What follows belongs to an exercise in optimizing a design on an open flow for small area, a short achievable clock period and few clock cycles per item; a production flow would make more cautious choices.
At most, simulation tests tie the RTL to the original design; equivalence was not proved.
No activity file was given, so power comes from the tool's default toggle rates.

Design vector_floating_point_divide_unit_iterative, start of the top module:
module vector_floating_point_divide_unit_iterative #(
  parameter int VLEN = 128,
  parameter int SEW  = 32
) (
  input  logic            clock,
  input  logic            reset,
  input  logic            flush,
  input  logic            in_valid,
  output logic            in_ready,
  input  logic            reverse,
  input  logic [VLEN-1:0] vs2,
  input  logic [VLEN-1:0] vs1,
  output logic            out_valid,
  input  logic            out_ready,
  output logic [VLEN-1:0] vd,
  output logic [4:0]      fflags
);
export LEC_CHECK = 0
export CAP_MARGIN = 20
export CORE_MARGIN = 2
export CORE_UTILIZATION = 50
export CTS_CLUSTER_DIAMETER = 80
export CTS_CLUSTER_SIZE = 20
export SETUP_SLACK_MARGIN = 2.0
export SLEW_MARGIN = 20
export TNS_END_PERCENT = 0
create_clock -name core_clock -period 5.5 [get_ports {clock}]
standard.sh (not shown) runs the stock make flow with config.mk's settings and CLKGATE_MAP_FILE= SYNTH_SCRIPT=/design/flow/synth_recipe.tcl, a recipe that flattens the netlist after the stock synthesis.
==> flow/flow/run.sh <==
#!/bin/bash
set -o pipefail
cp standard.sh standard_sh.txt
export BUFFER_PORTS_ARGS="-buffer_cell sky130_fd_sc_hd__buf_1"
bash standard.sh > standard.log 2>&1
Next try:
--- a/flow/design.v
+++ b/flow/design.v
@@ -37,26 +37,25 @@
   output logic [31:0] result,
   output logic [4:0]  flags
 );
   localparam int NV = vector_floating_point_divide_unit_iterative_pkg::FF_NV;
   localparam int DZ = vector_floating_point_divide_unit_iterative_pkg::FF_DZ;
   localparam int OF = vector_floating_point_divide_unit_iterative_pkg::FF_OF;
   localparam int UF = vector_floating_point_divide_unit_iterative_pkg::FF_UF;
   localparam int NX = vector_floating_point_divide_unit_iterative_pkg::FF_NX;
   logic [26:0] s_q, c_q;   
   logic [22:0] d_q;        
   logic [25:0] q_q;        
   logic [22:0] rf_q;       
-  logic        neg_q;      
-  logic        nz_q;       
+  logic        neg_q, nz_q;  
   logic [9:0]  e_q;        
   logic        h_q;        
   logic        s_sign_q;
   logic        sp_nan_q, sp_inf_q, sp_zero_q, sp_nv_q, sp_dz_q;
   logic        rs_q;
   logic [7:0]  re_q;
   logic a_zero, a_inf, a_nan, a_snan, b_zero, b_inf, b_nan, b_snan;
   logic a_ff, b_ff, a_fz, b_fz;
   assign a_ff   = &op_a[30:23];
   assign b_ff   = &op_b[30:23];
   assign a_fz   = ~|op_a[22:0];
   assign b_fz   = ~|op_b[22:0];
@@ -1034,33 +1033,31 @@
   assign sum_t    = s_q[24:17] ^ c_q[24:17] ^ addend_t[24:17];
   assign cy_t     = (s_q[24:17] & c_q[24:17]) | (s_q[24:17] & addend_t[24:17]) | (c_q[24:17] & addend_t[24:17]);
   logic [6:0] est_n, est_ld;
   logic [3:0] dg_n, dg_ld;
   assign est_n  = sum_t[24:18] + cy_t[23:17];
   assign dg_n   = sel_digit(d_q[22:20], est_n);
   assign est_ld = h_in ? {2'b00, 1'b1, op_a[22:19]} : {3'b000, 1'b1, op_a[22:20]};
   assign dg_ld  = sel_digit(op_b[22:20], est_ld);
   logic [25:0] q_dec;
   logic [1:0]  dig;
   assign q_dec = q_q - 26'd1;
   assign dig   = {qtwo | (qone & qneg), qone};
-  logic        neg, nz, neg_c, nz_c, nz_s;
-  logic [26:0] wsum, s_n, c_n;
+  logic        neg, nz, neg_c, nz_c;
+  logic [26:0] wsum;
   assign wsum  = s_q + c_q;
   assign neg_c = wsum[26];
-  assign s_n   = {sum[24:0], 2'b00};
-  assign c_n   = {cy[23:0], qpos, 2'b00};
-  assign nz_s  = ((s_n ^ c_n) != {(s_n[25:0] | c_n[25:0]), 1'b0});
+  assign nz_c  = ((s_q ^ c_q) != {(s_q[25:0] | c_q[25:0]), 1'b0});
   assign neg   = fin1 ? neg_c : neg_q;
-  assign nz    = nz_q;
+  assign nz    = fin1 ? nz_c  : nz_q;
   logic        lead1, norm, r, xb, lsb, up, inexact;
   logic [22:0] frac, fr, fr_inc;
   logic [23:0] inc_a, inc_b;
   logic        c_inc, c;
   logic [9:0]  e0, e_inc, e_fin;
   logic        ovf, unf, ovf0, unf0, ovf1, unf1;
   logic [31:0] rnd_res;
   logic [4:0]  rnd_flags;
   always_comb begin
     lead1   = q_q[25];
     norm    = ~h_q | lead1;
     frac    = lead1 ? q_q[24:2] : q_q[23:1];
@@ -1103,46 +1100,46 @@
     end else begin
       rnd_res       = {s_sign_q, e_fin[7:0], fr};
       rnd_flags[NX] = inexact;
     end
   end
   assign flags = rnd_flags;
   always_ff @(posedge clock) begin
     if (load) begin
       s_q   <= h_in ? {2'b00, 1'b1, op_a[22:0], 1'b0} : {3'b000, 1'b1, op_a[22:0]};
       c_q   <= '0;
       dg_q  <= dg_ld;
     end else begin
-      s_q   <= s_n;
-      c_q   <= c_n;
+      s_q   <= {sum[24:0], 2'b00};
+      c_q   <= {cy[23:0], qpos, 2'b00};
       dg_q  <= dg_n;
     end
   end
   always_ff @(posedge clock) begin
     if (load) begin
       d_q       <= op_b[22:0];
       e_q       <= e_in;
       h_q       <= h_in;
       s_sign_q  <= sign_in;
       sp_nan_q  <= p_nan;
       sp_inf_q  <= p_inf;
       sp_zero_q <= p_zero;
       sp_nv_q   <= p_nv;
       sp_dz_q   <= p_dz;
     end
-    if (step) begin
-      q_q  <= qneg ? {q_dec[23:0], dig} : {q_q[23:0], dig};
-      nz_q <= nz_s;
+    if (step) q_q <= qneg ? {q_dec[23:0], dig} : {q_q[23:0], dig};
+    if (fin1) begin
+      neg_q <= neg_c;
+      nz_q  <= nz_c;
     end
-    if (fin1) neg_q <= neg_c;
     if (round) begin
       rf_q <= rnd_res[22:0];
       re_q <= rnd_res[30:23];
       rs_q <= rnd_res[31];
     end
   end
   assign result = {rs_q, re_q, rf_q};
 endmodule
 module vector_floating_point_divide_unit_iterative #(
   parameter int VLEN = 128,
   parameter int SEW  = 32
 ) (
What happened: The new run finished clean. Utilization is higher by 0.60 points. Worst hold slack gains 13 ps. Power is lower by 12%. Non-clock buffer count stays the same. Global-route usage is lower by 1.1 points. Final area is lower by 0.45%. Wire length is lower by 5.1%. Count of clock-buffer cells in the layout is lower by 1. Via count is lower by 2.7%. Register-to-register slack gains 190 ps. Critical path depth is higher by 2. Maximum frequency is higher by 5.1%.
Testbench counts after the change, summed over its fixed seeds: cycles 26,904, items 1,920.
Only the layout flow was run in the first run of this note; the RTL was not checked for function there.

==> re-timing with driven ports <==
No port has a modelled driver above. Below, the same layouts with a new extraction and two added sets of constraints.
Step 1: set_driving_cell puts a clkbuf_16 on clock and a buf_2 on each other input, an assumption about the parent block.
Step 2 adds t to the input delays and takes it off the output delays; t is the mean of the earliest and latest rising clock arrival at the registers after step 1. Input paths then give back, and output paths get back, about the clock's delay inside the block.
Three values: ideal ports, drivers, drivers and shift; two values: the first two.
run | shift t [ns] | slack for setup (ns) | worst setup path after step 2
the first run | 0.702 | 1.609 / 1.609 / 1.168 | input to register
the second run | 0.704 | 1.798 / 1.798 / 1.211 | input to register
After both steps setup and hold are still met in every run listed. For the second run, which loses most, drivers alone change the setup slack by 0.000 ns; drivers and shift together by -0.587 ns.
